Context: an optimization exercise on an open-source flow, tuned for small area and a short achievable clock period. The choices shown serve that exercise and are no tape-out recipe. At most, simulation tests tie the RTL to the original design; equivalence was not proved.

run 1:
// rsi_top
module rsi_top
(
    input  logic   clk,
    input  logic   reset,
    input  logic [16-1:0] price,
    input  logic   price_valid,
    input  logic   eod,
    output logic   rsi_valid,
    output logic [7-1:0]   rsi,
    output logic   buy,
    output logic   sell
);
Size: about 2,300 cells after synthesis, roughly 650 flip-flops.
clock: 6.5 ns
lec_check: 0
cap_margin: 20
core_margin: 2
core_utilization: 40
setup_slack_margin: 3.5
slew_margin: 20
run.sh (not shown) runs the stock make flow with config.mk's settings and CLKGATE_MAP_FILE= SYNTH_SCRIPT=/design/flow/synth_recipe.tcl, a recipe that flattens the netlist after the stock synthesis.
Run 1 completed end to end with timing, DRC and antenna clean.
diff inputs: run 1 => run 4
# run 1
export LEC_CHECK = 0
export CAP_MARGIN = 20
export CORE_MARGIN = 2
export CORE_UTILIZATION = 40
export SETUP_SLACK_MARGIN = 3.5
export SLEW_MARGIN = 20
create_clock -name core_clock -period 6.5 [get_ports {clk}]
# run 4
export LEC_CHECK = 0
export CAP_MARGIN = 20
export CORE_MARGIN = 2
export CORE_UTILIZATION = 40
export SETUP_SLACK_MARGIN = 3.0
export SLEW_MARGIN = 20
create_clock -name core_clock -period 6.5 [get_ports {clk}]
--- outcome ---
- Of the two candidates, run 1 has the better register-to-register slack and run 4 the worse one.
- Delta (run 4 minus run 1): cell count after placement about even, number of buffers and inverters on the critical path fell 2.
- Final instance count without filler cells shrinks slightly when moving from run 1 to run 4.
- Run 1 was routed with more vias than run 4.
- Diff run 1 -> run 4 | wire length reported by the detailed router | decrease of 2.3 mm
- The final reports for run 4 and run 1 show area of the multi-input gates lower in the former.
- On worst hold slack, run 4 tracks run 1 almost exactly.
No run of this note included a check of the RTL's function; only the layout flow was run.

Another version of the RTL of rsi_top (not shown whole).
Size: about 3,900 cells after synthesis, roughly 30 I/O pins, ~35,000 um2 of cells after synthesis.
==> flow/config.mk <==
export PLATFORM = sky130hd
export DESIGN_NAME = rsi_top
export DESIGN_NICKNAME = rsi_top
export VERILOG_FILES = /design/flow/design.v
export SDC_FILE = /design/flow/constraint.sdc
export NUM_CORES = 4
export LEC_CHECK = 0
export ABC_AREA = 1
export CAP_MARGIN = 20
export CORE_MARGIN = 2
export CORE_UTILIZATION = 40
export CTS_CLUSTER_DIAMETER = 120
export CTS_CLUSTER_SIZE = 30
export SETUP_SLACK_MARGIN = 3.6
export SLEW_MARGIN = 20
==> flow/constraint.sdc <==
create_clock -name core_clock -period 6.5 [get_ports {clk}]
set_input_delay 1.3000 -clock core_clock [delete_from_list [all_inputs] [get_ports {clk}]]
set_output_delay 1.3000 -clock core_clock [all_outputs]
set_load 0.01 [all_outputs]
Change:
- SETUP_SLACK_MARGIN: 3.6 -> 4.2
Effect:
- The changed run finished with timing, DRC and antenna clean
- via count rises by a few percent
- routed wire length rises by a few percent
- sequential share of layout area falls by 1.8 points
- sequential cell count does not change
- die area does not change
- design area rises by a few percent
Change:
- ABC_AREA: 1 -> default
- SETUP_SLACK_MARGIN: 4.2 -> 3.9
After rerunning: First-iteration DRC count goes down by about 36%; design area drops by 4.6%; utilization grows by 4.2 points; via count shrinks by about 26%; worst setup slack degrades by 0.61 ns; synthesized area came out lower by 13%; fmax came out lower by 20%.
Change:
- ABC_AREA: default -> 1
=> The new run finished with timing, DRC and antenna clean. Hold slack hardly moves. Cell count goes up by 36%. Global-route usage climbs by 3.2 points. Count of clock-buffer cells in the layout went up by 1. Routed wire length rises by 37%. Via count grows by 33%. Worst setup slack gains 0.52 ns.

Another version of the RTL of rsi_top (not shown whole).
Size in the first run: roughly 2900 cells after synthesis, ~710 flip-flops, ~30 I/O pins.
// rsi_top
module rsi_top
(
    input  logic   clk,
    input  logic   reset,
    input  logic [16-1:0] price,
    input  logic   price_valid,
    input  logic   eod,
    output logic   rsi_valid,
    output logic [7-1:0]   rsi,
    output logic   buy,
    output logic   sell
);
    localparam int PW = 16;    
    localparam int SW = 20;      
    localparam int N  = 14;     
    localparam int XW = 27;      
    logic          take;
    logic [PW-1:0] prev;
    logic          have_prev;
    logic [3:0]    cnt;           
    logic [PW:0]   diff;
    logic          up;            
    logic [PW-1:0] code;          
    logic          mv_valid;
    logic          mv_first, mv_full, mv_out;
    logic          mv_up;
    logic [PW-1:0] mv_code;
    logic [PW-1:0] in_price;
    logic          in_valid, in_eod;
    always_ff @(posedge clk) begin
        in_price <= price;
    end
    always_ff @(posedge clk or posedge reset) begin
        if (reset) begin
            in_valid <= 1'b0;
            in_eod   <= 1'b0;
        end else begin
            in_valid <= price_valid;
            in_eod   <= eod;
        end
    end
    assign take = in_valid && !in_eod;
    assign diff = {1'b0, in_price} - {1'b0, prev};
    assign up   = !diff[PW];
    assign code = diff[PW-1:0] ^ {PW{!up}};
    always_ff @(posedge clk) begin
        if (take) prev <= in_price;
        mv_code  <= code;
        mv_up    <= up;
        mv_first <= take && have_prev && (cnt == 4'd0);
        mv_full  <= take && have_prev && (cnt == 4'(N));
        mv_out   <= (cnt >= 4'(N - 1));
    end
  ...
Settings: LEC_CHECK=0, ABC_AREA=1, CAP_MARGIN=20, CORE_MARGIN=2, CORE_UTILIZATION=40, CTS_CLUSTER_DIAMETER=110, CTS_CLUSTER_SIZE=28, SETUP_SLACK_MARGIN=3.9, SLEW_MARGIN=20, TNS_END_PERCENT=20; clock period 6.5 ns.
Next try:
- SETUP_SLACK_MARGIN: 3.9 -> 3.75
- TNS_END_PERCENT: 20 -> default
What happened: Clock-buffer cell count is unchanged. Final cell count barely changes. Setup slack improves by 0.19 ns. Final area hardly moves. Fmax went up by 7.3%. Synthesized area is unchanged. Non-clock buffer count went up by 1. Critical path depth went up by 12. Die area is unchanged.
Next try:
- SETUP_SLACK_MARGIN: 3.75 -> 3.9
The new run went through all stages and came out clean; via count increases slightly; cell area went up slightly; routed wire length shrinks slightly; flip-flop and latch count is unchanged; non-clock buffer count climbs by 13.
Next try:
- CORE_UTILIZATION: 40 -> 55
- PLACE_DENSITY: default -> 0.75
After rerunning: Utilization is higher by 16 points. Fmax is lower by 4.5%. Wire length is about the same. Count of clock-buffer cells in the layout is lower by 2. Worst setup slack loses 0.12 ns. Via count is higher by 1.0%. Final area is lower by 1.2%.
Next try:
- CAP_MARGIN: 20 -> 10
- CORE_UTILIZATION: 55 -> 40
- PLACE_DENSITY: 0.75 -> default
- SLEW_MARGIN: 20 -> 10
Result: Routed wire length hardly moves. Via count is lower by about 1%. Worst setup slack gets better by 0.12 ns. Critical path depth is lower by 8. First-iteration DRC count is lower by 4.7%. Cell area is higher by about 1.2%. Core utilization is lower by 16 points. Non-clock buffer count is higher by 2. Register-to-register slack gets better by 0.15 ns.

Another version of the RTL of rsi_top (not shown whole).
Size: roughly 610 flip-flops, ~30 I/O pins, about 27000 um^2 of cells after synthesis.
clock: 6.5 ns
lec_check: 0
cap_margin: 20
core_margin: 2
core_utilization: 60
cts_cluster_diameter: 120
cts_cluster_size: 30
setup_slack_margin: 3.0
slew_margin: 20
Rerun with:
ABC_AREA = 1   (was default)
CORE_UTILIZATION = 40   (was 60)
SETUP_SLACK_MARGIN = 3.3   (was 3.0)
Outcome: Global-route usage came out lower by 0.31 points; sequential share of layout area falls by 3.3 points; cell count rose by about 34%.
Rerun with:
ABC_AREA = default   (was 1)
SETUP_SLACK_MARGIN = 2.8   (was 3.3)
Effect: Worst setup slack got worse by 520 ps; cell area falls by 6.1%; critical path depth rose by 4; routed wire length came out lower by about 37%; utilization went up by 0.15 points.

Another version of the RTL of rsi_top (not shown whole).
Size: roughly 2600 cells after synthesis, roughly 30 I/O pins, about 30000 µm² of cells after synthesis.
## rsi_top
module rsi_top
(
    input  logic   clk,
    input  logic   reset,
    input  logic [16-1:0] price,
    input  logic   price_valid,
    input  logic   eod,
    output logic   rsi_valid,
    output logic [7-1:0]   rsi,
    output logic   buy,
    output logic   sell
);
    localparam int PW    = 16;
    localparam int SW    = 20;
    localparam int N     = 14;
    localparam int QW    = 7;
    localparam int XW    = 27;
    logic          take;
    logic [PW-1:0] prev;
    logic          have_prev;
    logic [3:0]    cnt;           
    logic [PW:0]   diff;
    logic          up;            
    logic [PW-1:0] code;          
    logic          mv_valid;
    logic          mv_first, mv_full, mv_out;
    logic          mv_up;
    logic [PW-1:0] mv_code;
    assign take = price_valid && !eod;
    assign diff = {1'b0, price} - {1'b0, prev};
    assign up   = !diff[PW];
    assign code = diff[PW-1:0] ^ {PW{!up}};
    always_ff @(posedge clk) begin
        if (take) prev <= price;
        mv_code  <= code;
        mv_up    <= up;
        mv_first <= (cnt == 4'd0);
        mv_full  <= (cnt == 4'(N));
        mv_out   <= (cnt >= 4'(N - 1));
    end
    always_ff @(posedge clk or posedge reset) begin
        if (reset) begin
            have_prev <= 1'b0;
            cnt       <= '0;
            mv_valid  <= 1'b0;
        end else if (eod) begin
            have_prev <= 1'b0;
            cnt       <= '0;
            mv_valid  <= 1'b0;
        end else begin
            mv_valid <= take && have_prev;
            if (take) have_prev <= 1'b1;
            if (take && have_prev && cnt != 4'(N)) cnt <= cnt + 4'd1;
        end
    end
    logic [PW:0]   win [N];       
    logic [SW-1:0] tsum, gsum;
    logic          sums_valid;
    logic [PW-1:0] old_code;
    logic          old_up;
    logic [SW-1:0] t_base, g_base;
    logic [SW-1:0] t_next, g_next;
    logic [PW-1:0] g_new, g_old;
    assign old_code = mv_full ? win[N-1][PW-1:0] : '0;
    assign old_up   = mv_full ? win[N-1][PW]     : 1'b1;
    assign t_base   = mv_first ? '0 : tsum;
    assign g_base   = mv_first ? '0 : gsum;
    assign g_new    = mv_up ? mv_code : '0;
    assign g_old    = old_up ? old_code : '0;
  ...
clock: 6.5 ns
lec_check: 0
abc_clock_period_in_ps: 3500
cap_margin: 20
core_margin: 2
core_utilization: 40
setup_slack_margin: 3.0
slew_margin: 20
Change:
- ABC_AREA: not set -> 1
- ABC_CLOCK_PERIOD_IN_PS: 3500 -> not set
After rerunning: The changed run finished clean. Maximum frequency increases by 7.7%. Cell area increases by 6.4%.
Change:
- ABC_AREA: 1 -> not set
Die area came out lower by 9.4%. Final area came out lower by about 6%. Utilization came out higher by 1.7 points. Global-route usage came out lower by 5.1 points. Area after synthesis came out lower by 9.5%. Worst setup slack is worse by 260 ps. Critical path depth came out lower by 2. Sequential cell count stays the same. Hold slack is better by 4.9 ps.
No functional check of the RTL was part of any run of this note.

==> re-timing with driven ports <==
Ports are ideal in the flow. The routed layouts listed here were re-timed in OpenROAD.
Step 1 sets driving cells, clkbuf_16 on the clock port and buf_2 on the other inputs (assumed; they add their load-dependent delay and slew).
Step 2 adds t to the input delays and takes it off the output delays; t is the mean of the earliest and latest rising clock arrival at the registers after step 1. Input paths then give back, and output paths get back, about the clock's delay inside the block.
Slacks: no drivers / after step 1 / after step 2; pairs: no drivers / after step 1.
run | t (ns) | setup WS [ns] | worst setup path after step 2 | worst register clock-pin slew, ns
run 1 | 0.669 | 2.885 / 2.885 / 2.713 | input to register | 0.06 / 0.06
run 4 | 0.656 | 2.789 / 2.789 / 2.502 | input to register | 0.06 / 0.06
the first run of note 2 | 0.694 | 3.794 / 3.779 / 3.794 | register to register | 0.12 / 0.12
the second run of note 2 | 0.683 | 4.050 / 3.985 / 4.113 | input, reset recovery | 0.12 / 0.12
the third run of note 2 | 0.682 | 3.438 / 3.438 / 3.438 | register to register | 0.12 / 0.12
the fourth run of note 2 | 0.695 | 3.954 / 3.888 / 4.014 | register to register | 0.12 / 0.12
the first run of note 3 | 0.685 | 3.693 / 3.635 / 3.834 | register to register | 0.12 / 0.12
the second run of note 3 | 0.686 | 3.883 / 3.857 / 3.883 | register to register | 0.12 / 0.12
the third run of note 3 | 0.684 | 3.976 / 3.915 / 4.006 | register to register | 0.11 / 0.11
the fourth run of note 3 | 0.665 | 3.857 / 3.857 / 3.857 | register to register | 0.12 / 0.12
the fifth run of note 3 | 0.684 | 3.976 / 3.915 / 4.006 | register to register | 0.11 / 0.11
the first run of note 4 | 0.634 | 2.968 / 2.968 / 2.557 | input to register | 0.12 / 0.12
the second run of note 4 | 0.665 | 3.380 / 3.380 / 2.818 | input to register | 0.12 / 0.12
the third run of note 4 | 0.633 | 2.861 / 2.861 / 2.341 | input to register | 0.12 / 0.12
the first run of note 5 | 0.651 | 2.897 / 2.897 / 2.501 | input to register | 0.06 / 0.06
the second run of note 5 | 0.670 | 3.153 / 3.153 / 2.928 | input to register | 0.06 / 0.06
the third run of note 5 | 0.651 | 2.897 / 2.897 / 2.501 | input to register | 0.06 / 0.06
After both steps setup and hold are still met in every run listed. The setup slack of the second run of note 4, which loses most, moves by 0.000 ns with the drivers and by -0.562 ns with both steps. The worst setup slack also covers recovery checks on asynchronous resets.
